What follows belongs to an exercise in optimizing a design on an open flow for small area; a production flow would make more cautious choices.
Function was checked by simulation only, so behaviour that the tests miss may differ from the original.
Power and IR drop assume default switching activity.

==> branch delta: inputs <==
## button_scan_holdoff_debounce_core
module button_scan_holdoff_debounce_core #(
  parameter int NUM_BUTTONS = 16
) (
  input  wire logic                         clk,
  input  wire logic                         rst_n,
  input  wire logic                         cfg_we,
  input  wire logic [bshd_pkg::HOLD_W-1:0]  cfg_wdata,
  input  wire logic                         in_tvalid,
  output logic                              in_tready,
  input  wire logic [bshd_pkg::TDATA_W-1:0] in_tdata,
  input  wire logic                         in_tuser,
  output logic                              out_tvalid,
  input  wire logic                         out_tready,
  output logic [bshd_pkg::TDATA_W-1:0]      out_tdata
);
Settings: LEC_CHECK=0, CAP_MARGIN=0, CORE_MARGIN=2, CORE_UTILIZATION=80, SLEW_MARGIN=0; clock period 12.0 ns.
standard.sh (not shown) runs the stock make flow with config.mk's settings and CLKGATE_MAP_FILE= SYNTH_SCRIPT=/design/flow/synth_recipe.tcl, a recipe that flattens the netlist after the stock synthesis.
==> flow/flow/run.sh <==
#!/bin/bash
# Standard ORFS layout, with two changes passed to its scripts:
#  - ports are buffered with the smallest buffer (buf_1) instead of the default choice;
#  - clock tree synthesis inserts no dummy loads and uses clkbuf_8 clusters.
set -euo pipefail
export BUFFER_PORTS_ARGS="-buffer_cell sky130_fd_sc_hd__buf_1"
export CTS_ARGS="-sink_clustering_enable -repair_clock_nets -dont_use_dummy_load -buf_list sky130_fd_sc_hd__clkbuf_8 -sink_clustering_size 20 -sink_clustering_max_diameter 60"
bash standard.sh > standard_flow.log 2>&1
==> inputs of branch umber, as changes to branch delta <==
==> flow/run.sh (new file) <==
#!/bin/bash
# synth_recipe.tcl (not shown) runs the flow's synth.tcl, then flattens the netlist and writes it again
# the make line also repeats each setting of config.mk as NAME=value (left out here)
make -C /OpenROAD-flow-scripts/flow DESIGN_CONFIG=/design/flow/config.mk WORK_HOME=/design/flow/orfs CLKGATE_MAP_FILE= SYNTH_SCRIPT=/design/flow/synth_recipe.tcl finish
- CAP_MARGIN: 0 -> 20
- CORE_UTILIZATION: 80 -> 65
- SLEW_MARGIN: 0 -> 20
removed: flow/flow/run.sh
removed: flow/standard.sh
==> notes <==
Global-route usage: branch delta is higher than branch umber (7.9 points).
In synthesized area, branch delta and branch umber do not differ.
Between branch umber and branch delta, the lower register-to-register slack is in branch delta (gap 0.24 ns).
In branch umber the critical path depth is lower than in branch delta, by 2.
In branch delta the clock power is lower than in branch umber, by about 50%.
Total power: branch umber is larger than branch delta (about 25%).
In sequential cell count, branch umber and branch delta do not differ.
Die area: branch umber is larger than branch delta (about 22%).

========
==> 11-11 <==
button_scan_holdoff_debounce_core again, from the RTL that the note above started with.
==> flow/design.v (excerpt) <==
module button_scan_holdoff_debounce_core #(
  parameter int NUM_BUTTONS = 16
) (
  input  wire logic                         clk,
  input  wire logic                         rst_n,
  input  wire logic                         cfg_we,
  input  wire logic [bshd_pkg::HOLD_W-1:0]  cfg_wdata,
  input  wire logic                         in_tvalid,
  output logic                              in_tready,
  input  wire logic [bshd_pkg::TDATA_W-1:0] in_tdata,
  input  wire logic                         in_tuser,
  output logic                              out_tvalid,
  input  wire logic                         out_tready,
  output logic [bshd_pkg::TDATA_W-1:0]      out_tdata
);
export LEC_CHECK = 0
export CAP_MARGIN = 0
export CORE_MARGIN = 2
export CORE_UTILIZATION = 65
export SLEW_MARGIN = 0
create_clock -name core_clock -period 12.0 [get_ports {clk}]
==> flow/flow/run.sh <==
#!/bin/bash
# Standard ORFS layout, with two changes passed to its scripts:
#  - ports are buffered with the smallest buffer (buf_1) instead of the default choice;
#  - clock tree synthesis inserts no dummy loads and uses clkbuf_8 clusters.
set -euo pipefail
export BUFFER_PORTS_ARGS="-buffer_cell sky130_fd_sc_hd__buf_1"
export CTS_ARGS="-sink_clustering_enable -repair_clock_nets -dont_use_dummy_load -buf_list sky130_fd_sc_hd__clkbuf_8 -sink_clustering_size 20 -sink_clustering_max_diameter 60"
bash standard.sh > standard_flow.log 2>&1
==> inputs of 06-19, as changes to 11-11 <==
==> flow/run.sh (new file) <==
#!/bin/bash
# synth_recipe.tcl (not shown) runs the flow's synth.tcl, then flattens the netlist and writes it again
# the make line also repeats each setting of config.mk as NAME=value (left out here)
make -C /OpenROAD-flow-scripts/flow DESIGN_CONFIG=/design/flow/config.mk WORK_HOME=/design/flow/orfs CLKGATE_MAP_FILE= SYNTH_SCRIPT=/design/flow/synth_recipe.tcl finish
--- a/flow/config.mk
+++ b/flow/config.mk
@@ -5,7 +5,7 @@
 export SDC_FILE = /design/flow/constraint.sdc
 export NUM_CORES = 4
 export LEC_CHECK = 0
-export CAP_MARGIN = 0
+export CAP_MARGIN = 20
 export CORE_MARGIN = 2
-export CORE_UTILIZATION = 65
-export SLEW_MARGIN = 0
+export CORE_UTILIZATION = 40
+export SLEW_MARGIN = 20
removed: flow/flow/run.sh
removed: flow/standard.sh
==> qor summary <==
quantity                                                                        06-19                      11-11
Proportion of cell area spent on the clock network                             0.0721                     0.0213
Root buffer cell                                           sky130_fd_sc_hd__clkbuf_16  sky130_fd_sc_hd__clkbuf_8
Die ar.                                                                    36300 um^2                 22600 um^2
Hold Startpoint                                               level_r[6]$_SDFFE_PN0P_    level_r[2]$_SDFFE_PN0P_
Reg-to-reg setup timing slack                                                 3.99 ns                    3.77 ns
Clock insertion delay at the later pin of the skew report                     0.53 ns                    0.58 ns
Final Util                                                                      0.475                      0.705
Total area of multi-input combinational cells                               4490 um^2                  4380 um^2
Grt met2 use                                                                    0.330                      0.501
Relative area change from synthesis to final layout                             17.3%                      6.48%
Chip height                                                                    191 um                     150 um
Core area                                                                  34400 um^2                 21000 um^2
Horizontal die dimension                                                       191 um                     150 um
Wire length of the first global-routing pass                                 54300 um                   50400 um
Comb. pwr                                                                      320 uW                     299 uW
Final cell area excluding filler cells                                     16300 um^2                 14800 um^2
Max frequency                                                              0.0969 GHz                 0.0980 GHz
Clock Pin Slew Worst Setup and Hold Paths                                     0.06 ns                    0.09 ns
Internal Dissipation                                                          2050 uW                    1560 uW
WL per Instance                                                               23.9 um                    26.1 um
Result of the run                                    no timing/DRC/antenna violations  no timing/DRC/antenna violations
Worst clock skew on the final layout                                        0.0140 ns                  0.0852 ns
Termination of the worst setup path                             ts_r[1][12]$_DFFE_PP_     ts_r[12][16]$_DFFE_PP_
Power in the clock group                                                      1090 uW                     489 uW

## separate check: timing with driven ports
No port has a modelled driver above. Below, the same layouts with a new extraction and two added sets of constraints. Step 1, drivers: a clkbuf_16 drives clk and a buf_2 each remaining input, both assumed. Step 2 times the ports against the registers' clock, not the clock port: input delays grow and output delays shrink by t, the midpoint of the rising clock arrivals with the driver on. a / b / c = ideal / step 1 / step 2; a / b = the first two.
run	t (ns)	setup slack, ns	clock arrival spread, ns	worst register clock-pin slew, ns	worst data-port slew with drivers (ns)
branch delta	0.576	1.852 / 1.871 / 1.295	0.056 / 0.057	0.12 / 0.12	0.03
branch umber	0.563	1.844 / 1.857 / 1.294	0.022 / 0.022	0.06 / 0.06	0.04
11-11	0.585	1.792 / 1.813 / 1.229	0.085 / 0.085	0.11 / 0.11	0.04
06-19	0.577	1.681 / 1.708 / 1.131	0.014 / 0.014	0.06 / 0.06	0.05
After both steps setup and hold are still met in every run listed. The setup slack of 11-11, which loses most, moves by +0.021 ns with the drivers and by -0.563 ns with both steps.
